This design comes from an exercise in tuning for small area, a short achievable clock period and few clock cycles per item on the open sky130 flow, not from production work.
No functional check of the RTL was part of any run shown here.
Power and IR drop assume default switching activity.

`flow/design.v`:
```
`default_nettype none
package skinny_data_pkg;
   typedef logic [127:0] block_t;
   typedef logic [7:0]   cell_t;
   typedef logic [5:0]   rc_t;
endpackage
`default_nettype wire
`default_nettype none
package skinny_ctrl_pkg;
   localparam int UNROLL = 1;
   localparam int CYCLES = 40 / 1;
endpackage
`default_nettype wire
`default_nettype none
module skinny_round_ctrl (
   input  wire logic clk,
   input  wire logic rst,
   input  wire logic start,
   input  wire logic last_round,
   output logic      busy,
   output logic      done,
   output logic      run,
   output logic      idle,
   output logic      pol
);
   logic go;
   assign go = busy || (!done && start);
   always_ff @(posedge clk) begin
      if (rst) begin
         busy <= 1'b0;
         done <= 1'b0;
         run  <= 1'b0;
         idle <= 1'b1;
      end else begin
         busy <= busy ? !last_round : (!done && start);
         done <= busy && last_round;
         run  <= go;
         idle <= !go;
      end
   end
   always_ff @(posedge clk) begin
      pol <= idle || !pol;
   end
endmodule
`default_nettype wire
`default_nettype none
module skinny_round_counter (
   input  wire logic                     clk,
   input  wire logic                     run,
   input  wire logic                     idle,
   output logic [6*1-1:0]   rcs,
   output logic                          last_round
);
   localparam int U = 1;
   function automatic logic [5:0] rc_step(input logic [5:0] rc);
      rc_step = {rc[4:0], rc[5] ^ rc[4] ^ 1'b1};
   endfunction
   function automatic logic [5:0] rc_after(input int n);
      logic [5:0] r;
      r = '0;
      for (int i = 0; i < n; i++) r = rc_step(r);
      rc_after = r;
   endfunction
   localparam logic [5:0] LAST_RC = rc_after(40 - U);
   logic [5:0] lfsr;
   logic [5:0] chain [U+1];
   always_comb begin
      chain[0] = lfsr;
      for (int j = 0; j < U; j++) begin
         chain[j+1]    = rc_step(chain[j]);
         rcs[6*j +: 6] = chain[j+1];
      end
   end
   assign last_round = (lfsr == LAST_RC);
   always_ff @(posedge clk) begin
      lfsr <= chain[U] & {6{run}} & {6{!idle}};
   end
endmodule
`default_nettype wire
`default_nettype none
module skinny_sbox8_nor (
   input  wire logic [7:0] si,
   output logic [7:0]      nor_out
);
   logic [7:0] a;
   assign a[0] = ~(si[7] | si[6]) ^ si[4];
   assign a[1] = ~(si[3] | si[2]) ^ si[0];
   assign a[2] = ~(si[2] | si[1]) ^ si[6];
   assign a[3] = ~(a[0] | a[1]) ^ si[5];
   assign a[4] = ~(a[1] | si[3]) ^ si[1];
   assign a[5] = ~(a[2] | a[3]) ^ si[7];
   assign nor_out[7] = ~(a[0] | a[1]);
   assign nor_out[6] = ~(si[7] | si[6]);
   assign nor_out[5] = ~(si[3] | si[2]);
   assign nor_out[4] = ~(a[3] | a[0]);
   assign nor_out[3] = ~(a[1] | si[3]);
   assign nor_out[2] = ~(si[2] | si[1]);
   assign nor_out[1] = ~(a[2] | a[3]);
   assign nor_out[0] = ~(a[4] | a[5]);
endmodule
module skinny_sbox_layer (
   input  wire logic [127:0] state_in,
   output logic [127:0]      nor_out,
   output logic [127:0]      lin_out
);
   for (genvar i = 0; i < 16; i++) begin : g_cell
      logic [7:0] si;
      assign si = state_in[i*8 +: 8];
      skinny_sbox8_nor u_sbox (
         .si      (si),
         .nor_out (nor_out[i*8 +: 8])
      );
      assign lin_out[i*8 +: 8] = {si[5], si[4], si[0], si[3], si[1], si[6], si[7], si[2]};
   end
endmodule
`default_nettype wire
`default_nettype none
module skinny_round_early (
   input  wire logic [127:0] lin,
   input  wire logic [63:0]  rtk,
   input  wire logic [5:0]   rc,
   output logic [127:0]      early
);
   logic [127:0] e, s;
   logic [31:0]  e0, e1, e2, e3;
   assign e = lin ^ {rtk, 64'h0} ^
              {4'h0, rc[3:0], 24'h0, 6'h0, rc[5:4], 24'h0, 8'h02, 56'h0};
   assign s = {e[127:96], e[71:64], e[95:72], e[47:32], e[63:48], e[23:0], e[31:24]};
   assign {e0, e1, e2, e3} = s;
   assign early = {e0 ^ e2 ^ e3, e0, e1 ^ e2, e0 ^ e2};
endmodule
module skinny_round_mix (
   input  wire logic [127:0] nr,
   input  wire logic [127:0] early,
   output logic [127:0]      state_out
);
   logic [127:0] s;
   logic [31:0]  n0, n1, n2, n3;
   assign s = {nr[127:96], nr[71:64], nr[95:72], nr[47:32], nr[63:48], nr[23:0], nr[31:24]};
   assign {n0, n1, n2, n3} = s;
   assign state_out[127:96] = (n0 ^ n2) ^ (n3 ^ early[127:96]);
   assign state_out[95:64]  = n0 ^ early[95:64];
   assign state_out[63:32]  = n1 ^ (n2 ^ early[63:32]);
   assign state_out[31:0]   = n0 ^ (n2 ^ early[31:0]);
endmodule
module skinny_round_datapath (
   input  wire logic [127:0] state_in,
   input  wire logic [63:0]  rtk,
   input  wire logic [5:0]   rc,
   output logic [127:0]      state_out
);
   logic [127:0] nr, ln, early;
   skinny_sbox_layer u_sbox (
      .state_in (state_in),
      .nor_out  (nr),
      .lin_out  (ln)
   );
   skinny_round_early u_early (
      .lin   (ln),
      .rtk   (rtk),
      .rc    (rc),
      .early (early)
   );
   skinny_round_mix u_mix (
      .nr        (nr),
      .early     (early),
      .state_out (state_out)
   );
endmodule
`default_nettype wire
`default_nettype none
module skinny_tweakey_schedule (
   input  wire logic                       pol,
   input  wire logic [127:0]               tk1_q,
   input  wire logic [127:0]               tk2_q,
   input  wire logic [127:0]               tk3_q,
   output logic [64*1-1:0]    rtk,      
   output logic [127:0]                    tk1_nxt,  
   output logic [127:0]                    tk2_nxt,  
   output logic [127:0]                    tk3_nxt
);
   localparam int U = 1;
   localparam logic [63:0] PERM = 64'h9F8DAECB01234567;
   function automatic logic [127:0] permute(input logic [127:0] ki);
      logic [127:0] ko;
      for (int p = 0; p < 16; p++) begin
         ko[127-p*8 -: 8] = ki[127-int'(PERM[63-p*4 -: 4])*8 -: 8];
      end
      permute = ko;
   endfunction
   function automatic logic [127:0] step2(input logic [127:0] x, input logic fix);
      logic [127:0] p;
      p = permute(x);
      step2 = p;
      for (int c = 0; c < 8; c++) begin
         step2[127-c*8 -: 8] = {p[126-c*8 -: 7], p[127-c*8] ^ p[125-c*8] ^ fix};
      end
   endfunction
   function automatic logic [127:0] step3(input logic [127:0] x);
      logic [127:0] p;
      p = permute(x);
      step3 = p;
      for (int c = 0; c < 8; c++) begin
         step3[127-c*8 -: 8] = {p[120-c*8] ^ p[126-c*8], p[127-c*8 -: 7]};
      end
   endfunction
   logic [127:0] t1 [U+1];
   logic [127:0] t2 [U+1];
   logic [127:0] t3 [U+1];
   always_comb begin
      t1[0] = tk1_q;
      t2[0] = tk2_q;
      t3[0] = tk3_q;
      for (int j = 0; j < U; j++) begin
         rtk[64*j +: 64] = t1[j][127:64] ^ t2[j][127:64] ^ t3[j][127:64];
         t1[j+1] = permute(t1[j]);
         t2[j+1] = step2(t2[j], pol);
         t3[j+1] = step3(t3[j]);
      end
   end
   assign tk1_nxt = t1[U];
   assign tk2_nxt = t2[U];
   assign tk3_nxt = t3[U];
endmodule
`default_nettype wire
`timescale 1ns/10ps
`default_nettype none
module skinny_core (
   input  wire logic                     clk,
   input  wire logic                     rst,
   input  wire logic                     start,
   input  wire skinny_data_pkg::block_t  plaintext,
   input  wire logic [383:0]             tweakey,
   output logic                          busy,
   output logic                          done,
   output skinny_data_pkg::block_t       ciphertext
);
   localparam int U = 1;
   logic                last_round;
   logic                run, idle, pol;
   logic [6*U-1:0]      rcs;
   logic [64*U-1:0]     rtk;
   logic [127:0]        state_q, tk1_q, tk2_q, tk3_q;
   logic [127:0]        tk1_nxt, tk2_nxt, tk3_nxt;
   logic [127:0]        st [U+1];
   skinny_round_ctrl u_ctrl (
      .clk        (clk),
      .rst        (rst),
      .start      (start),
      .last_round (last_round),
      .busy       (busy),
      .done       (done),
      .run        (run),
      .idle       (idle),
      .pol        (pol)
   );
   skinny_round_counter u_counter (
      .clk        (clk),
      .run        (run),
      .idle       (idle),
      .rcs        (rcs),
      .last_round (last_round)
   );
   skinny_tweakey_schedule u_sched (
      .pol     (pol),
      .tk1_q   (tk1_q),
      .tk2_q   (tk2_q),
      .tk3_q   (tk3_q),
      .rtk     (rtk),
      .tk1_nxt (tk1_nxt),
      .tk2_nxt (tk2_nxt),
      .tk3_nxt (tk3_nxt)
   );
   assign st[0] = state_q;
   for (genvar j = 0; j < U; j++) begin : g_round
      skinny_round_datapath u_round (
         .state_in  (st[j]),
         .rtk       (rtk[64*j +: 64]),
         .rc        (rcs[6*j +: 6]),
         .state_out (st[j+1])
      );
   end
   always_ff @(posedge clk) begin
      state_q <= (st[U]   & {128{run}}) | (plaintext        & {128{idle}});
      tk3_q   <= (tk3_nxt & {128{run}}) | (tweakey[127:0]   & {128{idle}});
      tk1_q   <= ~((tk1_nxt | {128{idle}}) & (tweakey[383:256] | {128{run}}));
      tk2_q   <= ~((tk2_nxt | {128{idle}}) & (tweakey[255:128] | {128{run}}));
   end
   assign ciphertext = state_q;
endmodule
`default_nettype wire
```
`flow/flow/run.sh`:
```
#!/bin/bash
set -euo pipefail
bash standard.sh "BUFFER_PORTS_ARGS=-buffer_cell sky130_fd_sc_hd__buf_1" finish > standard_flow.log 2>&1
```
`flow/standard.sh`:
```
#!/bin/bash
# synth_recipe.tcl (not shown) runs the flow's synth.tcl, then flattens the netlist and writes it again
# the make line also repeats each setting of config.mk as NAME=value (left out here)
make -C /OpenROAD-flow-scripts/flow DESIGN_CONFIG=/design/flow/config.mk WORK_HOME=/design/flow/orfs CLKGATE_MAP_FILE= SYNTH_SCRIPT=/design/flow/synth_recipe.tcl "${@:-finish}"
```
`flow/config.mk`:
```
export PLATFORM = sky130hd
export DESIGN_NAME = skinny_core
export DESIGN_NICKNAME = skinny_core
export VERILOG_FILES = /design/flow/design.v
export SDC_FILE = /design/flow/constraint.sdc
export NUM_CORES = 4
export LEC_CHECK = 0
export CAP_MARGIN = 20
export CORE_MARGIN = 2
export CORE_UTILIZATION = 55
export SETUP_SLACK_MARGIN = 2.0
export SLEW_MARGIN = 20
export SYNTH_HIERARCHICAL = 1
export SYNTH_MINIMUM_KEEP_SIZE = 0
```
`flow/constraint.sdc`:
```
create_clock -name core_clock -period 4.5 [get_ports {clk}]
set_input_delay 0.9000 -clock core_clock [delete_from_list [all_inputs] [get_ports {clk}]]
set_output_delay 0.9000 -clock core_clock [all_outputs]
set_load 0.01 [all_outputs]
```
==> out/results.txt, run 1 <==
Once placement finished, the instance area stood at 0.0261 mm². The first global-routing pass estimated 135 mm of wire. The Yosys step of the flow raised 16 warnings.

The tools report the startpoint kind of the worst setup timing path as a flip-flop. When the netlist entered floorplanning its net count stood at 3,033. The die is 228 µm wide. The final critical delay including setup and external delays was 2.49 ns. The number of pins with negative max-slew slack in the final report was 0; the cts-stage hold buffer count was 0.

Walking the worst path, the cells encountered are nor3_1 -> nor4b_4 -> mux2i_2 -> mux2i_1 -> xnor2_1 -> xnor2_2 -> a22o_1. The largest single stage delay on the critical path is 0.52 ns. The H-tree was split into 2 levels.

In the post-synthesis netlist, the biggest area contributors are dfxtp_1, buf_4, xnor2_1, a22o_1, xor3_1. By count the netlist is led by dfxtp_1, buf_4, xnor2_1, a22o_1, o22ai_1. The cell sitting at the root of the clock tree is a clkbuf_16. The core area came out at 0.0498 mm². For this run, asynchronously set or reset flops after synthesis account for 0%.

In the final routed layout, each cell accounts on average for 29.2 µm. Summing every instance area after synthesis gives 0.0276 mm². Clock tree synthesis found a total of 523 sinks. Category of cells accounting for the largest share of critical-path delay: multiplexers.

At the end of routability-driven placement, the weighted congestion stood at 0.976. Across all register-to-register paths, the minimum setup slack is 2.01 ns. The first detailed-routing pass ran for 5 iterations. The area of the die was 0.0519 mm²; the number of different library cells in the post-synthesis netlist was 31. In this run, synthesis inferred 0 flip-flops with an integrated enable. Via-per-instance ratio: 5.71. The clock arrives with 0.0344 ns of skew. For the CTS buffer count, the log shows 55. Global routing used 36.4% of the available tracks across all layers. For the hold violation count in the final report, the log shows 0.

Fill cells in the final layout number 4,529. The proportion of layout cells with a drive suffix above 1 is 8.65%, and the via count of the first global-routing pass is 18,800. The max-cap violation count came out at 0.

dfxtp_1 is the most common cell in the netlist. Setup repair after global routing could not meet its margin everywhere. The maximum clock path buffer count is 3. After detailed routing, the number of remaining DRC violations is 0. In this run the critical register-to-register path is launched from state_q[94]. The starting DRC count in detailed routing is 1,593. The library cell with the largest summed area after synthesis is dfxtp_1. On the critical path, the stage with the largest delay is an instance of dfxtp_1. After routing the design area is 0.0285 mm². Summed over all layers, the global routing overflow is 0.

The path class of the tightest hold or removal check is flip-flop to flip-flop. The worst path uses 55.4% of the clock period. At the pin with the least slew margin, the transition time is 0.932 ns. The static leakage is 11.6 nW. The number of buffers and inverters on the critical path is 0.

TritonCTS built the clock tree. The area fraction of the dominant cell type after synthesis was 38.0%. The run finished with no timing, DRC or antenna violations. The routed design has 98.3 mm of wire. Once detail routing completed, the nets flagged for antenna violations numbered 0.

For the worst setup path, the data arrival time is 3.00 ns. Row generation in the floorplan step produced 82 rows. The dominant register cell in the synthesized netlist is dfxtp_1. Detailed routing inserted a total of 19,300 vias. The logs give 2,517 for the number of instances in the synthesized netlist and 148 for the maximum number of pins on one net before global-route repair.

For the number of top-level design ports, the log shows 645. The starting utilization of the core area was 55.4%. IR analysis of the VDD net gives a maximum drop of 0.770 mV. The accumulated negative setup slack came out at 0 ns.

Sequential elements use 38.0% of the synthesized area. The run gives 20 as the number of antenna violations at the first check in global routing. The endpoint type of the worst setup path is a flip-flop. In this run the most critical hold path is launched from tk1_q[48].

The number of port buffers was 644; the highest fanout seen on the critical path was 7. The number of nets in the layout came out at 3,152. The launch point of the worst path was state_q[94]. The clock-pin slew on the worst setup and hold paths is 0.06 ns, and the layout overhead on the synthesized area is 3.45%. The final-report setup violation count was 0. At the worst endpoint, the required time is 5.01 ns.

The mean area per synthesized cell is 10.9 µm². Measured against its own limit, the worst slew margin works out to 37.9%. Worst-skew pair later-pin latency: 0.64 ns. The worst setup path is of the flip-flop to flip-flop kind.

The total half-perimeter wirelength after legalization and detailed placement is 77.9 mm. After synthesis the netlist holds a flip-flop and latch count of 523. The areal power density over the cells was 1020 mW/mm²; the highest attainable clock frequency was 401 MHz. The die extent in y came out at 228 µm.
==> through the flow <==
step / std cells / hold slack [ns] / total power (W) / utilization, % / worst slack (ns)
after floorplan: 2517 / 0.383 / 0.0195 / - / 2.16
after global placement: 3225 / 0.401 / 0.0233 / 52.4 / 1.78
after detailed placement: 3225 / 0.408 / 0.0232 / 52.4 / 1.73
after CTS: 3338 / 0.417 / 0.0285 / 56.7 / 1.97
after global routing: 3365 / 0.418 / 0.0303 / 57.3 / 1.96
final: 3370 / 0.415 / 0.0292 / 57.3 / 2.01
==> layout make-up <==
type                    instances  area (µm²)  area share (%)
well taps                     672         841            2.95
multi-input cells            1349       12200            42.9
flip-flops and latches        523       10500            36.9
inverters                      29         109           0.382
diodes                         16        40.0           0.140
repair buffers                678        2770            9.72
clock buffers                  77        1600            5.61
clock inverters                26         390            1.37
==> what timing repair did <==
item	CTS	global route
setup buffers	10	16
resized for setup	30	36
pin swaps	5	6
setup endpoints to repair	20	21
==> flip-flops by register name (all words and copies together) (netlist names), 6 cells and up <==
signal / cells
state_q: 128
tk1_q: 128
tk2_q: 128
tk3_q: 128
u_counter.lfsr: 6
==> kinds of logic after synthesis <==
family | count (synthesis) | synth area share (%)
buffers and inverters | 645 | 18.2
AO/OA/AOI/OAI | 579 | 15.3
flip-flops | 523 | 38.0
XOR/XNOR | 498 | 21.6
AND/OR/NAND/NOR | 239 | 5.72
multiplexers | 32 | 1.16
adder cells (fa/ha/maj) | 1 | 0.0454
==> Yosys stat by module (local to each module, per instance), a selection <==
| module | flops+latches | times used | area (µm²) | cells |
|---|---|---|---|---|
| skinny_round_mix | 0 | 1 | 1960 | 224 |
| skinny_round_ctrl | 5 | 1 | 153 | 14 |
| skinny_round_early | 0 | 1 | 2030 | 189 |
| skinny_sbox_layer | 0 | 1 | 961 | 128 |
| skinny_core | 512 | 1 | 15200 | 1138 |
| skinny_sbox8_nor | 0 | 16 | 153 | 22 |
| skinny_tweakey_schedule | 0 | 1 | 4560 | 449 |
| skinny_round_counter | 6 | 1 | 240 | 23 |
==> power breakdown <==
group | leakage (nW) | internal, W | switching [W] | total, W
sequential | 4.41 | 0.00572 | 0.00191 | 0.00763
combinational | 6.17 | 0.00774 | 0.00882 | 0.0166
clock | 0.967 | 0.00295 | 0.00202 | 0.00497
==> metal layers <==
metal	share of wire, %	global-route usage (%)	vias up
met1	41	46.2	9488
met2	47	60.1	888
met5	0.088	0	-
met3	8.9	10.3	163
met4	3.2	11.6	14
li1	-	-	8700
==> path summary, 6_finish.rpt <==
| check | to | cells past startpoint |
|---|---|---|
| setup reg to reg | state_q[48] | 7 |
| hold reg to reg | tk1_q[120] | 1 |
| setup / recovery | state_q[48] | 7 |
| hold / removal | tk1_q[120] | 1 |
==> placed cells by master (no fill, tap or decap), types with 2 or more instances in the layout <==
cell,instances
buf_1,644
o21a_1,16
nand2_1,2
xor3_1,76
xor2_1,99
xnor2_2,6
buf_4,26
clkbuf_1,8
nor3_2,4
a22o_1,256
buf_12,8
mux2i_1,14
nor4b_4,16
mux2i_4,2
xnor3_1,28
dfxtp_4,2
inv_1,29
o22ai_1,256
clkinv_2,9
and2_1,6
nand3b_1,33
clkbuf_8,14
clkbuf_16,55
nand2b_1,2
nand3_1,32
mux2i_2,16
dfxtp_2,36
xor3_2,4
dfxtp_1,485
clkinvlp_4,5
diode_2,16
xnor2_1,285
nor3_1,44
bufinv_16,8
o21ai_0,48
nor2_1,66
or3_2,16
or3_1,16
==> worst register-to-register path, cell delays in order, from the launching register on <==
cell	delay, ns
dfxtp_1	0.52
nor3_1	0.17
nor4b_4	0.41
mux2i_2	0.34
mux2i_1	0.29
xnor2_1	0.21
xnor2_2	0.16
a22o_1	0.30
==> run 2: changes to the inputs <==
--- a/flow/design.v
+++ b/flow/design.v
@@ -78,9 +78,9 @@
 endmodule
 `default_nettype wire
 `default_nettype none
-module skinny_sbox8_nor (
+module skinny_sbox8 (
    input  wire logic [7:0] si,
-   output logic [7:0]      nor_out
+   output logic [7:0]      so
 );
    logic [7:0] a;
    assign a[0] = ~(si[7] | si[6]) ^ si[4];
@@ -89,59 +89,61 @@
    assign a[3] = ~(a[0] | a[1]) ^ si[5];
    assign a[4] = ~(a[1] | si[3]) ^ si[1];
    assign a[5] = ~(a[2] | a[3]) ^ si[7];
-   assign nor_out[7] = ~(a[0] | a[1]);
-   assign nor_out[6] = ~(si[7] | si[6]);
-   assign nor_out[5] = ~(si[3] | si[2]);
-   assign nor_out[4] = ~(a[3] | a[0]);
-   assign nor_out[3] = ~(a[1] | si[3]);
-   assign nor_out[2] = ~(si[2] | si[1]);
-   assign nor_out[1] = ~(a[2] | a[3]);
-   assign nor_out[0] = ~(a[4] | a[5]);
+   assign so[7] = a[3];
+   assign so[6] = a[0];
+   assign so[5] = a[1];
+   assign so[4] = ~(a[3] | a[0]);          
+   assign so[3] = a[4];
+   assign so[2] = a[2];
+   assign so[1] = ~(a[2] | a[3]);          
+   assign so[0] = ~(a[4] | a[5]);          
 endmodule
 module skinny_sbox_layer (
    input  wire logic [127:0] state_in,
-   output logic [127:0]      nor_out,
-   output logic [127:0]      lin_out
-);
+   output logic [127:0]      state_out
+);
+   for (genvar i = 0; i < 16; i++) begin : g_cell
+      skinny_sbox8 u_sbox (
+         .si (state_in[i*8 +: 8]),
+         .so (state_out[i*8 +: 8])
+      );
+   end
+endmodule
+`default_nettype wire
+`default_nettype none
+module skinny_round_early (
+   input  wire logic [127:0] state_in,
+   input  wire logic [63:0]  rtk,
+   input  wire logic [5:0]   rc,
+   output logic [127:0]      early
+);
+   logic [127:0] z, e, s;
+   logic [31:0]  s0, s1, s2, s3;
    for (genvar i = 0; i < 16; i++) begin : g_cell
       logic [7:0] si;
       assign si = state_in[i*8 +: 8];
-      skinny_sbox8_nor u_sbox (
-         .si      (si),
-         .nor_out (nor_out[i*8 +: 8])
-      );
-      assign lin_out[i*8 +: 8] = {si[5], si[4], si[0], si[3], si[1], si[6], si[7], si[2]};
-   end
-endmodule
-`default_nettype wire
-`default_nettype none
-module skinny_round_early (
-   input  wire logic [127:0] lin,
-   input  wire logic [63:0]  rtk,
-   input  wire logic [5:0]   rc,
-   output logic [127:0]      early
-);
-   logic [127:0] e, s;
-   logic [31:0]  e0, e1, e2, e3;
-   assign e = lin ^ {rtk, 64'h0} ^
+      assign z[i*8 +: 8] = {3'b000, si[3], 2'b00, si[7], si[2]};
+   end
+   assign e = z ^ {rtk, 64'h0} ^
               {4'h0, rc[3:0], 24'h0, 6'h0, rc[5:4], 24'h0, 8'h02, 56'h0};
    assign s = {e[127:96], e[71:64], e[95:72], e[47:32], e[63:48], e[23:0], e[31:24]};
-   assign {e0, e1, e2, e3} = s;
-   assign early = {e0 ^ e2 ^ e3, e0, e1 ^ e2, e0 ^ e2};
+   assign {s0, s1, s2, s3} = s;
+   assign early = {s0 ^ s2 ^ s3, s0, s1 ^ s2, s0 ^ s2};
 endmodule
 module skinny_round_mix (
-   input  wire logic [127:0] nr,
+   input  wire logic [127:0] sb,
    input  wire logic [127:0] early,
    output logic [127:0]      state_out
 );
    logic [127:0] s;
-   logic [31:0]  n0, n1, n2, n3;
-   assign s = {nr[127:96], nr[71:64], nr[95:72], nr[47:32], nr[63:48], nr[23:0], nr[31:24]};
-   assign {n0, n1, n2, n3} = s;
-   assign state_out[127:96] = (n0 ^ n2) ^ (n3 ^ early[127:96]);
-   assign state_out[95:64]  = n0 ^ early[95:64];
-   assign state_out[63:32]  = n1 ^ (n2 ^ early[63:32]);
-   assign state_out[31:0]   = n0 ^ (n2 ^ early[31:0]);
+   logic [31:0]  y0, y1, y2, y3, e0, e1, e2, e3;
+   assign s = {sb[127:96], sb[71:64], sb[95:72], sb[47:32], sb[63:48], sb[23:0], sb[31:24]};
+   assign {y0, y1, y2, y3} = s;
+   assign {e0, e1, e2, e3} = early;
+   assign state_out = {(y0 ^ y2) ^ (y3 ^ e0),
+                       y0 ^ e1,
+                       y1 ^ (y2 ^ e2),
+                       (y0 ^ y2) ^ e3};
 endmodule
 module skinny_round_datapath (
    input  wire logic [127:0] state_in,
@@ -149,20 +151,19 @@
    input  wire logic [5:0]   rc,
    output logic [127:0]      state_out
 );
-   logic [127:0] nr, ln, early;
+   logic [127:0] sb, early;
    skinny_sbox_layer u_sbox (
+      .state_in  (state_in),
+      .state_out (sb)
+   );
+   skinny_round_early u_early (
       .state_in (state_in),
-      .nor_out  (nr),
-      .lin_out  (ln)
-   );
-   skinny_round_early u_early (
-      .lin   (ln),
-      .rtk   (rtk),
-      .rc    (rc),
-      .early (early)
+      .rtk      (rtk),
+      .rc       (rc),
+      .early    (early)
    );
    skinny_round_mix u_mix (
-      .nr        (nr),
+      .sb        (sb),
       .early     (early),
       .state_out (state_out)
    );
--- a/flow/config.mk
+++ b/flow/config.mk
@@ -8,7 +8,10 @@
 export CAP_MARGIN = 20
 export CORE_MARGIN = 2
 export CORE_UTILIZATION = 55
-export SETUP_SLACK_MARGIN = 2.0
+export CTS_BUF_LIST = sky130_fd_sc_hd__clkbuf_16
+export CTS_CLUSTER_DIAMETER = 100
+export CTS_CLUSTER_SIZE = 24
+export SETUP_SLACK_MARGIN = 2.2
 export SLEW_MARGIN = 20
 export SYNTH_HIERARCHICAL = 1
 export SYNTH_MINIMUM_KEEP_SIZE = 0
==> out/results.txt, run 2 <==
The flow ran to the end and the layout has no timing, DRC or antenna violations. The detailed-route DRC error count came out at 0 (unchanged). Aggregate routed wire length: 91.6 mm (-6.9%). The tools report the CTS buffer count as 26 (-53%). The worst clock skew on the final layout is 0.0272 ns (-0.00723 ns), and the count of flip-flops with a built-in enable after synthesis is 0 (unchanged). The post-route fraction of the period consumed by the critical path was 51.9% (-3.5 points).

The worst min-delay path category was flip-flop to flip-flop. The most used flip-flop cell after synthesis is dfxtp_1. The worst ir drop on vdd was 0.505 mV (-34%). TritonCTS built the clock tree. The site row count came out at 80 (-2.4%). The core area is 0.0474 mm² (-4.7%).

The terminating pin of the worst hold path was tk1_q[96]. Counting instances in the post-synthesis netlist gives the leading cell types as dfxtp_1, buf_4, a22o_1, o22ai_1, xnor2_1. The aggregate global-route resource usage is 35.6% (-0.81 points), and the highest fanout seen on the critical path is 3 (-4). The root buffer cell chosen for the clock tree is clkbuf_16. The maximum clock path buffer count came out at 3 (unchanged).

Setup repair after global routing could not meet its margin everywhere. From synthesis to final layout, the design area changed by 1.97%. The tools report the via count of the first global-routing pass as 17,700 (-5.6%). The tools report the beginning of the worst hold path as tk1_q[16]. For the number of antenna violations at the first check in global routing, the log shows 21 (+5.0%). The post-synthesis async set-or-reset flop share works out to 0% (unchanged).

For the number of different library cells in the post-synthesis netlist, the log shows 32 (+3.2%). The clock-pin slew on the worst setup and hold paths is 0.11 ns (+0.05 ns), and the number of instances in the synthesized netlist is 2,383 (-5.3%). The die extent in y was 222 µm (-2.4%); the average wire per standard cell was 28.7 µm (-1.6%). Yosys attributes the largest share of cell area to dfxtp_1, buf_4, a22o_1, xor3_1, xnor2_1. The number of nets in the layout is 3,064 (-2.8%), and the areal power density over the cells is 913 mW/mm² (-11%). The global-route congestion overflow total is 0 (unchanged).

By startpoint and endpoint, the worst setup path is classified as flip-flop to flip-flop. Endpoint type of the worst setup path: a flip-flop. The register-to-register setup slack is 2.16 ns (+0.16 ns), and the number of nets with antenna violations after routing is 0 (unchanged). The depth of the most critical reg-to-reg path was 7 (unchanged); the maximum number of pins on one net before global-route repair was 161 (+8.8%). The number of warnings printed during yosys synthesis is 16 (unchanged).

Among all cell types in the netlist, the one instantiated most often is dfxtp_1. Final critical delay including setup and external delays: 2.34 ns (-0.157 ns). The number of top-level design ports was 645 (unchanged); the relative slew slack was 32.3% (-5.6 points). STA classifies the critical path startpoint as a flip-flop. The library cells used most frequently in the layout, excluding fill and tap cells, are buf_1, dfxtp_1, o22ai_1, a22o_1, xnor2_1. The static leakage was 10.9 nW (-6.0%); the number of synthesized register bits was 523 (unchanged). The total number of H-tree levels was 1 (-1); the worst-skew pair later-pin latency was 0.61 ns (-0.03 ns). In this run the critical register-to-register path is launched from state_q[35].

The run gives 0 ns (unchanged) as the accumulated negative setup slack. The starting utilization of the core area was 55.3% (-0.10 points). Leaving out fill and tap cells, the most frequent cell in the layout is buf_1. The mean area per synthesized cell came out at 11.0 µm² (+0.52%). The share of the yosys chip area belonging to registers is 39.9% (+1.9 points), and the area fraction of the dominant cell type after synthesis is 39.9% (+1.9 points).

Proportion of layout cells with a drive suffix above 1: 8.69% (+0.039 points). The highest attainable clock frequency is 428 MHz (+6.7%), and the number of port buffers is 644 (unchanged). The worst path arrival time was 2.85 ns (-0.15 ns); the number of standard cells in the layout, taps in and fillers out was 3,188 (-5.4%). The tools report the number of sinks handled by clock tree synthesis as 523 (unchanged). The endpoint identified for the worst register-to-register timing path is state_q[16]. Wire length of the first global-routing pass: 126 mm (-6.8%). The logs give 5 (unchanged) for the number of optimization iterations in the first detailed-route pass and 0 (unchanged) for the max-cap violation count. Area of the die: 0.0495 mm² (-4.7%).

The routed via count was 18,100 (-6.1%); the transition time at the pin with the least slew margin was 1.02 ns (+0.0833 ns). The via-per-instance ratio is 5.67 (-0.72%), and the number of nets produced by synthesis is 2,899 (-4.4%). The final weighted congestion in routability-driven placement is 0.944 (-3.3%), and the netlist area before placement is 0.0262 mm² (-4.8%). The number of pins with negative max-slew slack in the final report came out at 0 (unchanged). The logs give 56.4% (-0.93 points) for the share of the core filled with cells in the final layout and 3,088 (-4.2%) for the cell total after placement. The starting DRC count in detailed routing was 1,705 (+7.0%).

The die width is 222 µm (-2.4%). The run gives 5.01 ns (about the same) as the critical path required time. The biggest area contributor in the post-synthesis netlist is dfxtp_1. The run gives 0 (unchanged) as the hold violation count in the final report.

The tools report the total half-perimeter wirelength after legalization and detailed placement as 73.8 mm (-5.2%). The number of cells traversed by the worst hold path was 1 (unchanged); the cts-stage hold buffer count was 0 (unchanged). The tools report the final-report setup violation count as 0 (unchanged).
==> run 2: cell types whose count changed after synthesis, sizes merged, moves of 18 or more <==
cell   previous run  this run
nand2             2        34
xnor2           291       185
xnor3            28        10
buf             616       566
xor2             99       145
nor2             66        34
==> run 2: cells by family after synthesis <==
family / after synthesis / share of synthesized area [%]
AOI/OAI and AO/OA: 579 / 16.3
and+or+nand+nor: 239 / 6.16
muxes: 32 / 1.22
buffers and inverters: 593 / 17.6
adders and majority gates: 1 / 0.0477
xor gates and xnor gates: 416 / 18.8
DFF: 523 / 39.9
==> run 2: through the flow <==
| step | hold WS [ns] | area, µm² | total power [W] | setup slack [ns] |
|---|---|---|---|---|
| after floorplan | 0.383 | 26300 | 0.0170 | 2.21 |
| after global placement | 0.403 | 25100 | 0.0201 | 1.87 |
| after detailed placement | 0.405 | 25100 | 0.0200 | 1.82 |
| after CTS | 0.420 | 26300 | 0.0236 | 2.19 |
| after global routing | 0.425 | 26700 | 0.0255 | 2.09 |
| final | 0.417 | 26700 | 0.0244 | 2.16 |
==> run 2: worst max-delay path by stage <==
stage                              end          from  cells after the start  slack, ns
final                      state_q[16]   state_q[35]                      7       2.16
after global placement    state_q[112]   state_q[35]                      7       1.87
after CTS                  state_q[48]   state_q[94]                      7       2.19
after detailed placement  state_q[112]   state_q[35]                      7       1.82
after global routing       state_q[16]   state_q[32]                      7       2.09
after floorplan           state_q[120]  state_q[122]                      7       2.21
==> run 2: timing repair <==
action                                  in CTS  in global routing
pin swaps                                   11                 34
cloned                                       0                  0
setup buffers                               26                 21
resized for setup                           50                 57
endpoints found under the setup margin      32                 41
==> run 2: worst max-delay path, cell delays in order, from the launching register on <==
cell	delay, ns
dfxtp_4	0.36
o21a_4	0.22
nor4_4	0.37
mux2i_4	0.44
mux2i_4	0.32
xor2_2	0.22
xor2_1	0.09
a22o_1	0.23
==> run 2: metal layers <==
layer	global-route usage, %	vias to the layer above	share of wire, %
met5	0	-	0.070
met4	13.7	10	4.4
met3	6.49	138	6.7
met2	60.3	712	48
met1	45.2	8881	41
li1	-	8341	-
==> run 2: where the power goes <==
group | internal [W] | switching [W]
clock | 0.00120 | 0.00156
sequential | 0.00572 | 0.00142
combinational | 0.00668 | 0.00784
total | 0.0136 | 0.0108
==> run 2: modules after synthesis, one instance, submodules excluded, excerpt <==
module / cells inside / copies in the design / area (µm²) / flip-flops and latches
skinny_core: 1138 / 1 / 15200 / 512
skinny_round_counter: 23 / 1 / 240 / 6
skinny_round_ctrl: 14 / 1 / 153 / 5
skinny_round_early: 151 / 1 / 1380 / 0
skinny_round_mix: 224 / 1 / 1960 / 0
skinny_sbox8: 24 / 16 / 170 / 0
skinny_tweakey_schedule: 449 / 1 / 4560 / 0
==> run 2: cell type report <==
class	count	area, µm²
antenna	18	45.0
timing repair buffer	703	2970
inverter	27	101
tap	615	769
fill	4355	20700
sequential	523	10600
clock inverter	8	95.1
clock buffer	27	676
multi-input combinational	1267	11500
==> run 3: changes to the inputs <==
--- a/flow/config.mk
+++ b/flow/config.mk
@@ -5,6 +5,7 @@
 export SDC_FILE = /design/flow/constraint.sdc
 export NUM_CORES = 4
 export LEC_CHECK = 0
+export ABC_AREA = 1
 export CAP_MARGIN = 20
 export CORE_MARGIN = 2
 export CORE_UTILIZATION = 55
==> out/results.txt, run 3 <==
The flow ran to the end and the layout has no timing, DRC or antenna violations. The critical path goes through buf_1. The post-synthesis async set-or-reset flop share works out to 0% (unchanged).

The top cell types in the final layout, fill and taps aside, are nand2_1, inv_1, buf_1. Area fraction of the dominant cell type after synthesis: 31.6% (-8.3 points). The critical path required time came out at 3.60 ns (-1.41 ns). Die width: 249 µm (+12%).

Summed over all instances, the cell type with the most area after synthesis is dfxtp_1. The critical path depth in cells is 1 (-6). The tools report the number of fill cells as 6,335 (+45%). The tree is rooted in a clkbuf_16. STA classifies the critical path endpoint as an output port. The site row count is 89 (+11%), and the register-to-register setup slack is 2.35 ns (+0.19 ns). The number of sinks handled by clock tree synthesis was 523 (unchanged). The areal power density over the cells came out at 600 mW/mm² (-34%). For the highest attainable clock frequency, the log shows 438 MHz (+2.3%). Setup repair after global routing could not meet its margin everywhere. The cts-stage hold buffer count was 0 (unchanged). The worst setup path is launched from a flip-flop.

The most common cell in the synthesized netlist is nand2_1. The area growth from synthesis to layout is 0.336%. The longest individual stage delay on the worst path was 0.58 ns (+0.14 ns); the proportion of layout cells with a drive suffix above 1 was 4.76% (-3.9 points). Critical path buffer and inverter count: 1 (+1).

The final-report setup violation count was 0 (unchanged); the number of warnings printed during yosys synthesis was 16 (unchanged). The number of cells traversed by the worst hold path was 3 (+2); the transition time at the pin with the least slew margin was 1.02 ns (+0.00368 ns). By area the synthesized netlist is led by dfxtp_1, nand2_1, inv_1, buf_4, nand3_1.

The tools report the number of standard cells in the layout, taps in and fillers out as 6,432 (+100%). Category of cells accounting for the largest share of critical-path delay: flip-flops. The final weighted congestion in routability-driven placement is 0.969 (+2.6%).

The starting utilization of the core area is 55.9% (+0.60 points), and the number of synthesized register bits is 523 (unchanged). The depth of the most critical reg-to-reg path was 15 (+8). In the synthesized netlist the dominant register cell turns out to be dfxtp_1.

The CTS buffer count was 28 (+7.7%); the accumulated negative setup slack was 0 ns (unchanged). The count of flip-flops with a built-in enable after synthesis works out to 0 (unchanged). The total half-perimeter wirelength after legalization and detailed placement is 88.7 mm (+20%), and the hold violation count in the final report is 0 (unchanged). The static leakage was 20.9 nW (+93%); the maximum clock path buffer count was 3 (unchanged). The via-per-instance ratio works out to 4.58 (-19%). The final critical delay including setup and external delays came out at 2.28 ns (-0.0515 ns). The highest fanout seen on the critical path is 3 (unchanged), and the number of antenna violations at the first check in global routing is 7 (-67%). Most common cell after layout, fill and taps aside: nand2_1. The wire length of the first global-routing pass came out at 158 mm (+25%). The run gives 0.0331 mm² (+26%) as the netlist area before placement. The worst-skew pair later-pin latency is 0.66 ns (+0.05 ns). Launch point of the worst path: state_q[33]. The worst reg2reg path endpoint is state_q[49]. The worst clock skew on the final layout came out at 0.0652 ns (+0.0380 ns).

The die extent in y is 249 µm (+12%), and the starting DRC count in detailed routing is 2,516 (+48%). Share of the yosys chip area belonging to registers: 31.6% (-8.3 points). The number of instances in the synthesized netlist was 5,523 (+130%); the aggregate routed wire length was 108 mm (+18%). The run gives 0 (unchanged) as the number of pins with negative max-slew slack in the final report. For the number of nets with antenna violations after routing, the log shows 0 (unchanged). The path with the worst hold slack has its endpoint at tk3_q[104]. Critical setup path kind: flip-flop to output port.

The tools report the number of different library cells in the post-synthesis netlist as 23 (-28%). The startpoint of the lowest-slack register-to-register path was state_q[35]. For the number of nets in the layout, the log shows 6,155 (+100%). The aggregate global-route resource usage is 33.5% (-2.1 points), and the number of port buffers is 644 (unchanged).

The clock-pin slew on the worst setup and hold paths is 0.11 ns (about the same). The cell total after placement was 6,382 (+110%). For the max-cap violation count, the log shows 0 (unchanged).

The core area is 0.0592 mm² (+25%). Sorting the synthesized cells by how often they occur yields nand2_1, inv_1, dfxtp_1, buf_4, nand3_1. The beginning of the worst hold path was tweakey[104]. The relative slew slack is 32.1% (-0.25 points). The number of nets produced by synthesis was 6,039 (+110%); the worst hold-check slack was 0.413 ns (-0.00424 ns). The worst min-delay path category was primary input to flip-flop.

The average wire per standard cell works out to 16.8 µm (-42%). TritonCTS built the clock tree. The run gives 1 (unchanged) as the total number of H-tree levels. The logs give 26,500 (+50%) for the via count of the first global-routing pass and 29,500 (+63%) for the routed via count.

The tools report the global-route congestion overflow total as 0 (unchanged). The mean area per synthesized cell is 5.99 µm² (-46%). The number of setup buffers added after CTS came out at 0 (-100%). Slowest stage cell on the critical path: dfxtp_1.

The maximum number of pins on one net before global-route repair was 192 (+19%). Number of top-level design ports: 645 (unchanged). Post-route fraction of the period consumed by the critical path: 50.8% (-1.1 points). The worst ir drop on vdd was 0.356 mV (-29%). For the area of the die, the log shows 0.0622 mm² (+26%).

The number of optimization iterations in the first detailed-route pass was 6 (+1). The worst path arrival time came out at 1.38 ns (-1.47 ns). The run gives 0 (unchanged) as the detailed-route DRC error count.
-- run 3: cell count changes after synthesis, moves of 79 or more --
cell / change
o22ai_1: -256
nor2_1: +79
a22o_1: -256
nand2_1: +2745
nand3_1: +86
inv_1: +1077
xor2_1: -84
xnor2_1: -137
-- run 3: cell families after synthesis --
| family | Yosys count | synth area share [%] |
|---|---|---|
| buffers and inverters | 1705 | 26.0 |
| DFF | 523 | 31.6 |
| adders and majority gates | 1 | 0.0378 |
| and+or+nand+nor | 3143 | 38.1 |
| xor gates and xnor gates | 119 | 3.37 |
| AOI/OAI and AO/OA | 32 | 0.786 |
-- run 3: cell type report --
| cell class | instances | area, µm² | share of cell area, % |
|---|---|---|---|
| diodes | 10 | 25.0 | 0.0753 |
| clock buffers | 28 | 701 | 2.11 |
| multi-input cells | 3295 | 14100 | 42.3 |
| inverters | 1139 | 4300 | 13.0 |
| flip-flops and latches | 523 | 10500 | 31.6 |
| well taps | 773 | 967 | 2.91 |
| repair buffers | 652 | 2510 | 7.54 |
| clock inverters | 12 | 158 | 0.475 |
-- run 3: metal layers --
metal	routed length [µm]	global-route usage [%]	vias to the layer above
met5	48	0	-
met1	47300	44.9	13100
li1	-	-	15400
met2	50900	58.0	841
met3	6930	3.68	110
met4	2650	7.44	8
-- run 3: timing repair --
| action | in CTS | in global routing |
|---|---|---|
| setup endpoints to repair | 10 | 89 |
| pin swaps | 0 | 0 |
| gates cloned | 0 | 0 |
| resized for setup | 10 | 20 |
-- run 3: worst max path at each step --
stage                           endpoint  slack, ns
after CTS                 ciphertext[32]       2.20
after global placement       state_q[28]       2.32
after global routing        state_q[104]       2.18
after floorplan              state_q[48]       2.76
after detailed placement     state_q[28]       2.31
final                     ciphertext[33]       2.22
-- run 3: per-stage QoR --
step	total power [W]	setup slack [ns]	utilization, %	cell area (µm²)
2_1_floorplan	0.0144	2.76	-	33100
6_report	0.0199	2.22	56.1	33200
3_5_place_dp	0.0169	2.31	54.5	32300
5_1_grt	0.0216	2.18	56.0	33200
4_1_cts	0.0198	2.20	55.9	33100
3_3_place_gp	0.0168	2.32	54.5	32300
-- run 3: power breakdown --
| part | total, W | switching [W] | internal (W) |
|---|---|---|---|
| clock network | 0.00295 | 0.00172 | 0.00123 |
| logic | 0.0105 | 0.00712 | 0.00334 |
| registers | 0.00650 | 0.00107 | 0.00544 |
-- run 3: modules after synthesis (local to each module, per instance), a selection --
| module | times used | cells | flops+latches |
|---|---|---|---|
| skinny_round_mix | 1 | 1024 | 0 |
| skinny_core | 1 | 2676 | 512 |
| skinny_round_early | 1 | 262 | 0 |
| skinny_round_ctrl | 1 | 18 | 5 |
| skinny_tweakey_schedule | 1 | 1018 | 0 |
| skinny_sbox8 | 16 | 31 | 0 |
| skinny_round_counter | 1 | 29 | 6 |
==> run 4: changes to the inputs <==
--- a/flow/design.v
+++ b/flow/design.v
@@ -133,8 +133,12 @@
 module skinny_round_mix (
    input  wire logic [127:0] sb,
    input  wire logic [127:0] early,
-   output logic [127:0]      state_out
-);
+   input  wire logic [127:0] plaintext,
+   input  wire logic         run,
+   input  wire logic         idle,
+   output logic [127:0]      state_nxt
+);
+   logic [127:0] state_out;
    logic [127:0] s;
    logic [31:0]  y0, y1, y2, y3, e0, e1, e2, e3;
    assign s = {sb[127:96], sb[71:64], sb[95:72], sb[47:32], sb[63:48], sb[23:0], sb[31:24]};
@@ -144,12 +148,16 @@
                        y0 ^ e1,
                        y1 ^ (y2 ^ e2),
                        (y0 ^ y2) ^ e3};
+   assign state_nxt = (state_out & {128{run}}) | (plaintext & {128{idle}});
 endmodule
 module skinny_round_datapath (
    input  wire logic [127:0] state_in,
    input  wire logic [63:0]  rtk,
    input  wire logic [5:0]   rc,
-   output logic [127:0]      state_out
+   input  wire logic [127:0] plaintext,
+   input  wire logic         run,
+   input  wire logic         idle,
+   output logic [127:0]      state_nxt
 );
    logic [127:0] sb, early;
    skinny_sbox_layer u_sbox (
@@ -165,7 +173,10 @@
    skinny_round_mix u_mix (
       .sb        (sb),
       .early     (early),
-      .state_out (state_out)
+      .plaintext (plaintext),
+      .run       (run),
+      .idle      (idle),
+      .state_nxt (state_nxt)
    );
 endmodule
 `default_nettype wire
@@ -243,7 +254,6 @@
    logic [64*U-1:0]     rtk;
    logic [127:0]        state_q, tk1_q, tk2_q, tk3_q;
    logic [127:0]        tk1_nxt, tk2_nxt, tk3_nxt;
-   logic [127:0]        st [U+1];
    skinny_round_ctrl u_ctrl (
       .clk        (clk),
       .rst        (rst),
@@ -272,17 +282,18 @@
       .tk2_nxt (tk2_nxt),
       .tk3_nxt (tk3_nxt)
    );
-   assign st[0] = state_q;
-   for (genvar j = 0; j < U; j++) begin : g_round
-      skinny_round_datapath u_round (
-         .state_in  (st[j]),
-         .rtk       (rtk[64*j +: 64]),
-         .rc        (rcs[6*j +: 6]),
-         .state_out (st[j+1])
-      );
-   end
+   logic [127:0]        state_nxt;
+   skinny_round_datapath u_round (
+      .state_in  (state_q),
+      .rtk       (rtk),
+      .rc        (rcs),
+      .plaintext (plaintext),
+      .run       (run),
+      .idle      (idle),
+      .state_nxt (state_nxt)
+   );
    always_ff @(posedge clk) begin
-      state_q <= (st[U]   & {128{run}}) | (plaintext        & {128{idle}});
+      state_q <= state_nxt;
       tk3_q   <= (tk3_nxt & {128{run}}) | (tweakey[127:0]   & {128{idle}});
       tk1_q   <= ~((tk1_nxt | {128{idle}}) & (tweakey[383:256] | {128{run}}));
       tk2_q   <= ~((tk2_nxt | {128{idle}}) & (tweakey[255:128] | {128{run}}));
--- a/flow/config.mk
+++ b/flow/config.mk
@@ -5,13 +5,12 @@
 export SDC_FILE = /design/flow/constraint.sdc
 export NUM_CORES = 4
 export LEC_CHECK = 0
-export ABC_AREA = 1
 export CAP_MARGIN = 20
-export CORE_MARGIN = 2
-export CORE_UTILIZATION = 55
+export CORE_AREA = 2.3 2.72 192.7 192.3
 export CTS_BUF_LIST = sky130_fd_sc_hd__clkbuf_16
 export CTS_CLUSTER_DIAMETER = 100
 export CTS_CLUSTER_SIZE = 24
+export DIE_AREA = 0 0 195 195
 export SETUP_SLACK_MARGIN = 2.2
 export SLEW_MARGIN = 20
 export SYNTH_HIERARCHICAL = 1
==> out/results.txt, run 4 <==
The aggregate routed wire length is 88.8 mm (-18%). The final-report setup violation count is 0 (unchanged), and the area fraction of the dominant cell type after synthesis is 40.0% (+8.3 points). The tools report the beginning of the worst hold path as tk1_q[20].

The logs give 10.7 nW (-49%) for the static leakage and 0.61 ns (-0.05 ns) for the worst-skew pair later-pin latency. Critical path required time: 5.05 ns (+1.45 ns). The logs give 6 (unchanged) for the number of optimization iterations in the first detailed-route pass and 68.9% (+11 points) for the global routing met2 resource utilization.

In this run the clock root is driven by a clkbuf_16. The worst path arrival time is 2.88 ns (+1.50 ns), and the number of synthesized register bits is 523 (unchanged). The die width was 195 µm (-22%).

The areal power density over the cells is 940 mW/mm² (+57%). The most common cell in the synthesized netlist is dfxtp_1. Accumulated negative setup slack: 0 ns (unchanged). The transition time at the pin with the least slew margin was 1.05 ns (+0.0308 ns); the number of standard cells in the layout, taps in and fillers out was 3,047 (-53%). The proportion of layout cells with a drive suffix above 1 was 8.23% (+3.5 points); the worst ir drop on vdd was 0.854 mV (+140%).

The top cell types in the final layout, fill and taps aside, are buf_1, dfxtp_1, o22ai_1, a22o_1, xnor2_1. The run gives 121 mm (-23%) as the wire length of the first global-routing pass. The longest individual stage delay on the worst path is 0.46 ns (-0.12 ns).

The endpoint type of the worst setup path was a flip-flop. The die extent in y is 195 µm (-22%). Number of different library cells in the post-synthesis netlist: 35 (+52%). Setup repair after global routing could not meet its margin everywhere. Sorting the synthesized cells by how often they occur yields dfxtp_1, buf_4, a22o_1, o22ai_1, xnor2_1. For the number of pins with negative max-slew slack in the final report, the log shows 0 (unchanged).

Slowest stage cell on the critical path: xnor2_1. The depth of the most critical reg-to-reg path works out to 7 (-8). The total number of H-tree levels came out at 1 (unchanged). The logs give 645 (unchanged) for the number of top-level design ports and 0 (unchanged) for the global-route congestion overflow total. The logs give 0 (unchanged) for the detailed-route DRC error count and 0.0357 mm² (-40%) for the core area. The highest fanout seen on the critical path is 6 (+3), and the total half-perimeter wirelength after legalization and detailed placement is 70.0 mm (-21%). For the share of the yosys chip area belonging to registers, the log shows 40.0% (+8.3 points). The number of port buffers is 644 (unchanged).

The count of flip-flops with a built-in enable after synthesis was 0 (unchanged); the maximum number of pins on one net before global-route repair was 153 (-20%). The number of nets with antenna violations after routing came out at 0 (unchanged). Starting utilization of the core area: 73.5% (+18 points).

The global routing stage identified its most utilized layer as met2. For the number of nets produced by synthesis, the log shows 2,899 (-52%). The final critical delay including setup and external delays was 2.33 ns (+0.0457 ns); the number of sinks handled by clock tree synthesis was 523 (unchanged). Clock-pin slew on the worst setup and hold paths: 0.10 ns (about the same).

TritonCTS built the clock tree. For the cell total after placement, the log shows 2,931 (-54%). The worst clock skew on the final layout came out at 0.0247 ns (-0.0405 ns). The terminating pin of the worst hold path is tk1_q[100]. The worst reg2reg path endpoint is state_q[15]. The tools report the share of the core filled with cells in the final layout as 74.5% (+18 points). The tools report the aggregate global-route resource usage as 44.1% (+11 points).

The startpoint of the lowest-slack register-to-register path was state_q[58]. Critical setup path kind: flip-flop to flip-flop. The via-per-instance ratio is 6.23 (+36%).

For the met1 capacity usage during global routing, the log shows 55.6% (+11 points). The largest total area in the synthesized netlist belongs to dfxtp_1. The run gives 14 (-2) as the number of warnings printed during yosys synthesis. STA classifies the critical path startpoint as a flip-flop. The starting DRC count in detailed routing was 2,063 (-18%). The dominant register cell in the synthesized netlist is dfxtp_1. The mean area per synthesized cell is 11.0 µm² (+83%). The relative slew slack is 30.0% (-2.1 points). The number of cells traversed by the worst hold path is 1 (-2), and the routed via count is 19,000 (-36%). The run finished with no timing, DRC or antenna violations. The average wire per standard cell works out to 29.1 µm (+74%). The number of antenna violations at the first check in global routing came out at 43 (+36). In the post-synthesis netlist, the biggest area contributors are dfxtp_1, buf_4, a22o_1, xor3_1, xnor2_1. The netlist area before placement came out at 0.0262 mm² (-21%). The CTS buffer count is 25 (-11%). The run gives 10.6% (+6.9 points) as the met3 demand-to-capacity share in global routing.

The run gives 3 (unchanged) as the maximum clock path buffer count. The library cell used most frequently in the layout, excluding fill and tap cells, is buf_1. The tools report the via count of the first global-routing pass as 18,000 (-32%). The post-synthesis async set-or-reset flop share is 0% (unchanged), and the highest attainable clock frequency is 429 MHz (-2.0%). Worst min-delay path category: flip-flop to flip-flop.

The worst hold-check slack is 0.418 ns (+0.00578 ns). The signal on the critical path passes through o21a_1 -> nor4_4 -> buf_4 -> xor2_1 -> xnor2_2 -> xnor2_1 -> a22o_1. The layout overhead on the synthesized area is 1.43%. Number of nets in the layout: 3,055 (-50%).

The max-cap violation count is 0 (unchanged), and the area of the die is 0.0380 mm² (-39%). The run gives 0 (unchanged) as the hold violation count in the final report. The site row count was 69 (-22%); the final weighted congestion in routability-driven placement was 1.00 (+3.4%).

Number of instances in the synthesized netlist: 2,383 (-57%). The register-to-register setup slack is 2.17 ns (-0.18 ns). The post-route fraction of the period consumed by the critical path came out at 51.8% (+1.0 points).
==> run 4: cell types whose count changed in the layout (fill, tap and decap cells not counted), moves of 73 or more <==
cell     delta
nand3_1    -86
o22ai_1   +256
xnor2_1   +136
inv_1    -1077
a22o_1    +256
nor2_1     -77
nand2_1  -2742
xor3_1     +73
==> run 4: kinds of logic (layout without fill, tap and decap cells) <==
| logic type | count (synthesis) | in the layout | synth area share, % |
|---|---|---|---|
| adder cells (fa/ha/maj) | 1 | 1 | 0.0477 |
| AND/OR/NAND/NOR | 239 | 239 | 6.17 |
| flip-flops | 523 | 523 | 40.0 |
| XOR/XNOR | 416 | 416 | 19.7 |
| buffers and inverters | 593 | 751 | 16.6 |
| AO/OA/AOI/OAI | 579 | 579 | 16.3 |
| other | 0 | 45 | 0 |
| multiplexers | 32 | 32 | 1.22 |
==> run 4: critical path: cells and delay by family (launching register included) <==
family	cells	cell delay (ns)
xor+xnor	3	0.92
compound gates	2	0.43
simple gates	1	0.38
buf+inv	1	0.18
flops	1	0.38
==> run 4: final cells by class <==
| type | count | area, µm² |
|---|---|---|
| multi-input cells | 1267 | 11700 |
| flip-flops and latches | 523 | 10500 |
| clock inverters | 4 | 57.6 |
| repair buffers | 695 | 2920 |
| clock buffers | 25 | 626 |
| inverters | 27 | 101 |
| diodes | 45 | 113 |
| fillers | 2566 | 9080 |
| well taps | 461 | 577 |
==> run 4: per-stage QoR <==
| stage | cell area, µm² | total power [W] | setup WS [ns] |
|---|---|---|---|
| floorplan | 26200 | 0.0177 | 2.20 |
| global placement | 25100 | 0.0208 | 1.93 |
| detailed placement | 25100 | 0.0209 | 1.89 |
| CTS | 26100 | 0.0241 | 2.17 |
| global route | 26600 | 0.0259 | 2.16 |
| finish | 26600 | 0.0250 | 2.17 |
==> run 4: how the worst max path moves through the flow <==
stage	from	endpoint	slack [ns]	cells after the start
floorplan	state_q[122]	state_q[120]	2.20	7
global placement	state_q[34]	state_q[48]	1.93	7
CTS	state_q[39]	state_q[48]	2.17	7
global route	state_q[35]	state_q[55]	2.16	7
finish	state_q[58]	state_q[15]	2.17	7
detailed placement	state_q[34]	state_q[48]	1.89	7
==> run 4: Yosys stat by module, one instance, submodules excluded, a selection <==
module	flops+latches	cells inside	cell area, µm²
skinny_round_early	0	151	1380
skinny_sbox8	0	24	170
skinny_round_mix	0	380	3450
skinny_round_counter	6	23	240
skinny_core	512	982	13700
skinny_round_ctrl	5	14	153
skinny_tweakey_schedule	0	449	4560
==> run 4: what timing repair did <==
| item | CTS | global route |
|---|---|---|
| setup endpoints to repair | 31 | 28 |
| hold buffers | 0 | 0 |
| buffers inserted | 9 | 33 |
| pin swaps | 4 | 20 |
| gates resized for setup | 41 | 37 |
==> run 4: power breakdown <==
group	internal, W	switching (W)
registers	0.00570	0.00146
logic	0.00703	0.00824
clock network	0.00107	0.00150
==> run 4: routing by layer <==
| metal | vias up | part of all wire [%] |
|---|---|---|
| li1 | 8360 | - |
| met1 | 9102 | 36 |
| met2 | 1250 | 45 |
| met3 | 273 | 11 |
| met4 | 12 | 7.4 |
| met5 | - | 0.099 |
==> run 5: changes to the inputs <==
--- a/flow/design.v
+++ b/flow/design.v
@@ -182,15 +182,19 @@
 `default_nettype wire
 `default_nettype none
 module skinny_tweakey_schedule (
+   input  wire logic                       run,
+   input  wire logic                       idle,
+   input  wire logic [383:0]               tweakey,
    input  wire logic                       pol,
    input  wire logic [127:0]               tk1_q,
    input  wire logic [127:0]               tk2_q,
    input  wire logic [127:0]               tk3_q,
    output logic [64*1-1:0]    rtk,      
-   output logic [127:0]                    tk1_nxt,  
-   output logic [127:0]                    tk2_nxt,  
-   output logic [127:0]                    tk3_nxt
+   output logic [127:0]                    tk1_d,    
+   output logic [127:0]                    tk2_d,
+   output logic [127:0]                    tk3_d
 );
+   logic [127:0] tk1_nxt, tk2_nxt, tk3_nxt;  
    localparam int U = 1;
    localparam logic [63:0] PERM = 64'h9F8DAECB01234567;
    function automatic logic [127:0] permute(input logic [127:0] ki);
@@ -233,6 +237,9 @@
    assign tk1_nxt = t1[U];
    assign tk2_nxt = t2[U];
    assign tk3_nxt = t3[U];
+   assign tk3_d = (tk3_nxt & {128{run}}) | (tweakey[127:0] & {128{idle}});
+   assign tk1_d = ~((tk1_nxt | {128{idle}}) & (tweakey[383:256] | {128{run}}));
+   assign tk2_d = ~((tk2_nxt | {128{idle}}) & (tweakey[255:128] | {128{run}}));
 endmodule
 `default_nettype wire
 `timescale 1ns/10ps
@@ -253,7 +260,7 @@
    logic [6*U-1:0]      rcs;
    logic [64*U-1:0]     rtk;
    logic [127:0]        state_q, tk1_q, tk2_q, tk3_q;
-   logic [127:0]        tk1_nxt, tk2_nxt, tk3_nxt;
+   logic [127:0]        tk1_d, tk2_d, tk3_d;
    skinny_round_ctrl u_ctrl (
       .clk        (clk),
       .rst        (rst),
@@ -273,14 +280,17 @@
       .last_round (last_round)
    );
    skinny_tweakey_schedule u_sched (
+      .run     (run),
+      .idle    (idle),
+      .tweakey (tweakey),
       .pol     (pol),
       .tk1_q   (tk1_q),
       .tk2_q   (tk2_q),
       .tk3_q   (tk3_q),
       .rtk     (rtk),
-      .tk1_nxt (tk1_nxt),
-      .tk2_nxt (tk2_nxt),
-      .tk3_nxt (tk3_nxt)
+      .tk1_d   (tk1_d),
+      .tk2_d   (tk2_d),
+      .tk3_d   (tk3_d)
    );
    logic [127:0]        state_nxt;
    skinny_round_datapath u_round (
@@ -294,9 +304,9 @@
    );
    always_ff @(posedge clk) begin
       state_q <= state_nxt;
-      tk3_q   <= (tk3_nxt & {128{run}}) | (tweakey[127:0]   & {128{idle}});
-      tk1_q   <= ~((tk1_nxt | {128{idle}}) & (tweakey[383:256] | {128{run}}));
-      tk2_q   <= ~((tk2_nxt | {128{idle}}) & (tweakey[255:128] | {128{run}}));
+      tk1_q   <= tk1_d;
+      tk2_q   <= tk2_d;
+      tk3_q   <= tk3_d;
    end
    assign ciphertext = state_q;
 endmodule
==> out/results.txt, run 5 <==
For the share of the core filled with cells in the final layout, the log shows 72.7% (-1.8 points). Cell with the most instances on the worst path: xnor2_1. The most common cell in the synthesized netlist is dfxtp_1. The run gives 0 (unchanged) as the detailed-route DRC error count. For the worst path arrival time, the log shows 2.81 ns (-0.07 ns).

Die width: 195 µm (unchanged). The commonest cells after synthesis are dfxtp_1, xnor2_1, a22o_1, o22ai_1, xor2_1. The tools report the number of optimization iterations in the first detailed-route pass as 5 (-1). The count of flip-flops with a built-in enable after synthesis was 0 (unchanged). The average wire per standard cell came out at 27.5 µm (-5.6%). The most common cell after layout, fill and taps aside is buf_1. Post-synthesis async set-or-reset flop share: 0% (unchanged).

Endpoint type of the worst setup path: a flip-flop. The starting DRC count in detailed routing was 1,525 (-26%). The run gives 0 (unchanged) as the cts-stage hold buffer count. Library cell with the largest summed area after synthesis: dfxtp_1. Highest fanout seen on the critical path: 9 (+3).

The static leakage was 9.87 nW (-7.6%); the transition time at the pin with the least slew margin was 0.871 ns (-0.179 ns). In the layout the commonest cells are buf_1, dfxtp_1, xnor2_1. Routed via count: 19,100 (+0.45%). The startpoint identified for the worst register-to-register timing path is state_q[58]. The final-report setup violation count is 0 (unchanged).

The worst setup path is launched from a flip-flop. For the netlist area before placement, the log shows 0.0228 mm² (-13%). Slowest stage cell on the critical path: xor2_1.

The depth of the most critical reg-to-reg path is 7 (unchanged), and the worst clock skew on the final layout is 0.0232 ns (-0.00151 ns). The mean area per synthesized cell works out to 11.0 µm² (about the same). The run gives 45.8% (+5.9 points) as the share of the yosys chip area belonging to registers.

The number of cells traversed by the worst hold path was 1 (unchanged). The final weighted congestion in routability-driven placement was 0.998 (-0.34%); the number of top-level design ports was 645 (unchanged). The post-route fraction of the period consumed by the critical path is 51.6% (-0.21 points). The tools report the highest attainable clock frequency as 431 MHz (+0.42%).

The number of port buffers was 644 (unchanged); the via count of the first global-routing pass was 18,100 (+0.55%). The via-per-instance ratio came out at 6.17 (-0.98%). The run gives 41.9% (+12 points) as the relative slew slack.

The logs give 99 (-35%) for the maximum number of pins on one net before global-route repair and 2,595 (-10%) for the number of nets produced by synthesis. The final critical delay including setup and external delays works out to 2.32 ns (-0.00966 ns). For the maximum clock path buffer count, the log shows 3 (unchanged). The clock-pin slew on the worst setup and hold paths is 0.11 ns (about the same).

The tools report the global-route congestion overflow total as 0 (unchanged). For the number of different library cells in the post-synthesis netlist, the log shows 35 (unchanged). The worst-skew pair later-pin latency is 0.60 ns (about the same). The wire length of the first global-routing pass came out at 118 mm (-2.4%).

The max-cap violation count is 0 (unchanged). The die extent in y came out at 195 µm (unchanged). For the number of warnings printed during yosys synthesis, the log shows 14 (unchanged). Number of nets with antenna violations after routing: 0 (unchanged).

Worst reg2reg path endpoint: state_q[47]. The areal power density over the cells works out to 921 mW/mm² (-2.1%). Setup repair after global routing could not meet its margin everywhere.

The critical path goes through o21a_1 -> nor4_4 -> buf_4 -> xor2_1 -> xnor2_1 -> xnor2_1 -> a22o_1. The number of pins with negative max-slew slack in the final report is 0 (unchanged), and the area of the die is 0.0380 mm² (unchanged). The number of synthesized register bits works out to 523 (unchanged). The number of sinks handled by clock tree synthesis came out at 523 (unchanged).

By area the synthesized netlist is led by dfxtp_1, xnor2_1, a22o_1, o22ai_1, xor2_1. The total number of H-tree levels was 1 (unchanged); the number of nets in the layout was 3,104 (+1.6%). Starting utilization of the core area: 64.1% (-9.4 points).

TritonCTS built the clock tree. The run gives 2,079 (-13%) as the number of instances in the synthesized netlist. The CTS root buffer is clkbuf_16. Beginning of the worst hold path: tk2_q[43]. For the worst hold-check slack, the log shows 0.414 ns (-0.00460 ns). For the aggregate routed wire length, the log shows 85.0 mm (-4.3%).

The longest individual stage delay on the worst path is 0.46 ns (about the same), and the hold violation count in the final report is 0 (unchanged). Proportion of layout cells with a drive suffix above 1: 6.88% (-1.3 points). The worst setup path is of the flip-flop to flip-flop kind. The dominant register cell in the synthesized netlist is dfxtp_1. Accumulated negative setup slack: 0 ns (unchanged).

The aggregate global-route resource usage came out at 42.5% (-1.7 points). The run gives 40 (-7.0%) as the number of antenna violations at the first check in global routing. The worst min-delay path category is flip-flop to flip-flop.

The area fraction of the dominant cell type after synthesis was 45.8% (+5.9 points); the core area was 0.0357 mm² (unchanged). From synthesis to final layout, the design area changed by 13.5%. The critical path required time is 4.99 ns (-0.06 ns). The flow ran to the end and the layout has no timing, DRC or antenna violations. The register-to-register setup slack was 2.18 ns (about the same); the CTS buffer count was 25 (unchanged). The site row count is 69 (unchanged), and the total half-perimeter wirelength after legalization and detailed placement is 69.0 mm (-1.4%). The worst ir drop on vdd is 0.441 mV (-48%). The tools report the terminating pin of the worst hold path as tk2_q[92].
[run 5: through the flow]
stage / cells / area, µm² / total power (W) / worst slack, ns
2_1_floorplan: 2079 / 22900 / 0.0171 / 2.20
3_3_place_gp: 3003 / 24800 / 0.0203 / 2.00
3_5_place_dp: 3003 / 24800 / 0.0205 / 1.96
4_1_cts: 3040 / 25700 / 0.0234 / 2.20
5_1_grt: 3083 / 25900 / 0.0249 / 2.13
6_report: 3091 / 25900 / 0.0239 / 2.18
[run 5: worst max-delay path, delay by kind of cell, from the launching register on]
family                 cells  cell delay, ns
XOR/XNOR                   3            0.80
AO/OA/AOI/OAI              2            0.44
flip-flops                 1            0.41
AND/OR/NAND/NOR            1            0.38
buffers and inverters      1            0.18
[run 5: final cells by class]
| cell class | count | area [µm²] |
|---|---|---|
| diodes | 41 | 103 |
| clock buffers | 25 | 626 |
| clock inverters | 3 | 31.3 |
| fillers | 2800 | 9730 |
| inverters | 27 | 101 |
| multi-input cells | 1331 | 11200 |
| flip-flops and latches | 523 | 10500 |
| well taps | 461 | 577 |
| repair buffers | 680 | 2770 |
[run 5: worst max path at each step]
stage                      start      endpoint  slack [ns]  cells after the start
floorplan           state_q[122]  state_q[120]        2.20                      7
global placement     state_q[66]   state_q[56]        2.00                      7
detailed placement  state_q[114]  state_q[112]        1.96                      7
CTS                  state_q[67]   state_q[56]        2.20                      7
global route         state_q[58]   state_q[47]        2.13                      7
finish               state_q[58]   state_q[47]        2.18                      7
[run 5: routing by layer]
metal  routed length [µm]  track usage [%]  part of all wire (%)  vias to the layer above
met3                 7800             8.39                   9.2                      268
met2                40100             70.0                    47                     1114
li1                     -                -                     -                     8449
met5                   37                0                 0.044                        -
met1                31400             51.6                    37                     9246
met4                 5630             25.4                   6.6                        6
[run 5: cell families (layout without fill, tap and decap cells)]
logic type | Yosys count | after routing | share of synthesized area (%)
AO/OA/AOI/OAI | 579 | 579 | 18.7
XOR/XNOR | 480 | 480 | 20.9
adder cells (fa/ha/maj) | 1 | 1 | 0.0548
buffers and inverters | 225 | 735 | 6.09
flip-flops | 523 | 523 | 45.8
multiplexers | 32 | 32 | 1.40
other | 0 | 41 | 0
AND/OR/NAND/NOR | 239 | 239 | 7.08
[run 5: repair_timing]
action	CTS	global route
hold endpoints to repair	0	0
setup endpoints to repair	24	24
pin swaps	3	9
resized for setup	30	24
buffers inserted	9	10
[run 5: per-module statistics from Yosys, one instance, submodules excluded, excerpt]
module	cells	times used
skinny_core	512	1
skinny_round_counter	23	1
skinny_tweakey_schedule	615	1
skinny_round_early	151	1
skinny_round_mix	380	1
skinny_round_ctrl	14	1
[run 5: where the power goes]
part / switching (W) / total [W] / internal [W]
combinational: 0.00762 / 0.0143 / 0.00666
clock: 0.00148 / 0.00248 / 0.00101
sequential: 0.00142 / 0.00710 / 0.00568

-- re-timing with driven ports --
Ports are ideal in the flow. The routed layouts listed here were re-timed in OpenROAD. Step 1: set_driving_cell puts a clkbuf_16 on clk and a buf_2 on each other input, an assumption about the parent block. Step 2 moves the port delays by t, midway between the first and last clock arrival at a register: inputs arrive t later, outputs are due t later. That takes back most of the time a late clock gives input paths. Slacks: no drivers / after step 1 / after step 2; pairs: no drivers / after step 1.
run	t (ns)	setup WS [ns]	worst hold slack (ns)	clock arrival spread, ns
run 1	0.684	2.007 / 2.000 / 2.007	0.415 / 0.402 / 0.415	0.037 / 0.037
run 2	0.657	2.164 / 2.151 / 2.164	0.417 / 0.417 / 0.417	0.027 / 0.028
run 3	0.689	2.215 / 2.154 / 2.348	0.413 / 0.387 / 0.424	0.066 / 0.066
run 4	0.657	2.170 / 2.140 / 2.170	0.418 / 0.418 / 0.418	0.027 / 0.027
run 5	0.644	2.179 / 2.145 / 2.179	0.414 / 0.414 / 0.414	0.024 / 0.024
After both steps every run listed still meets setup and hold.
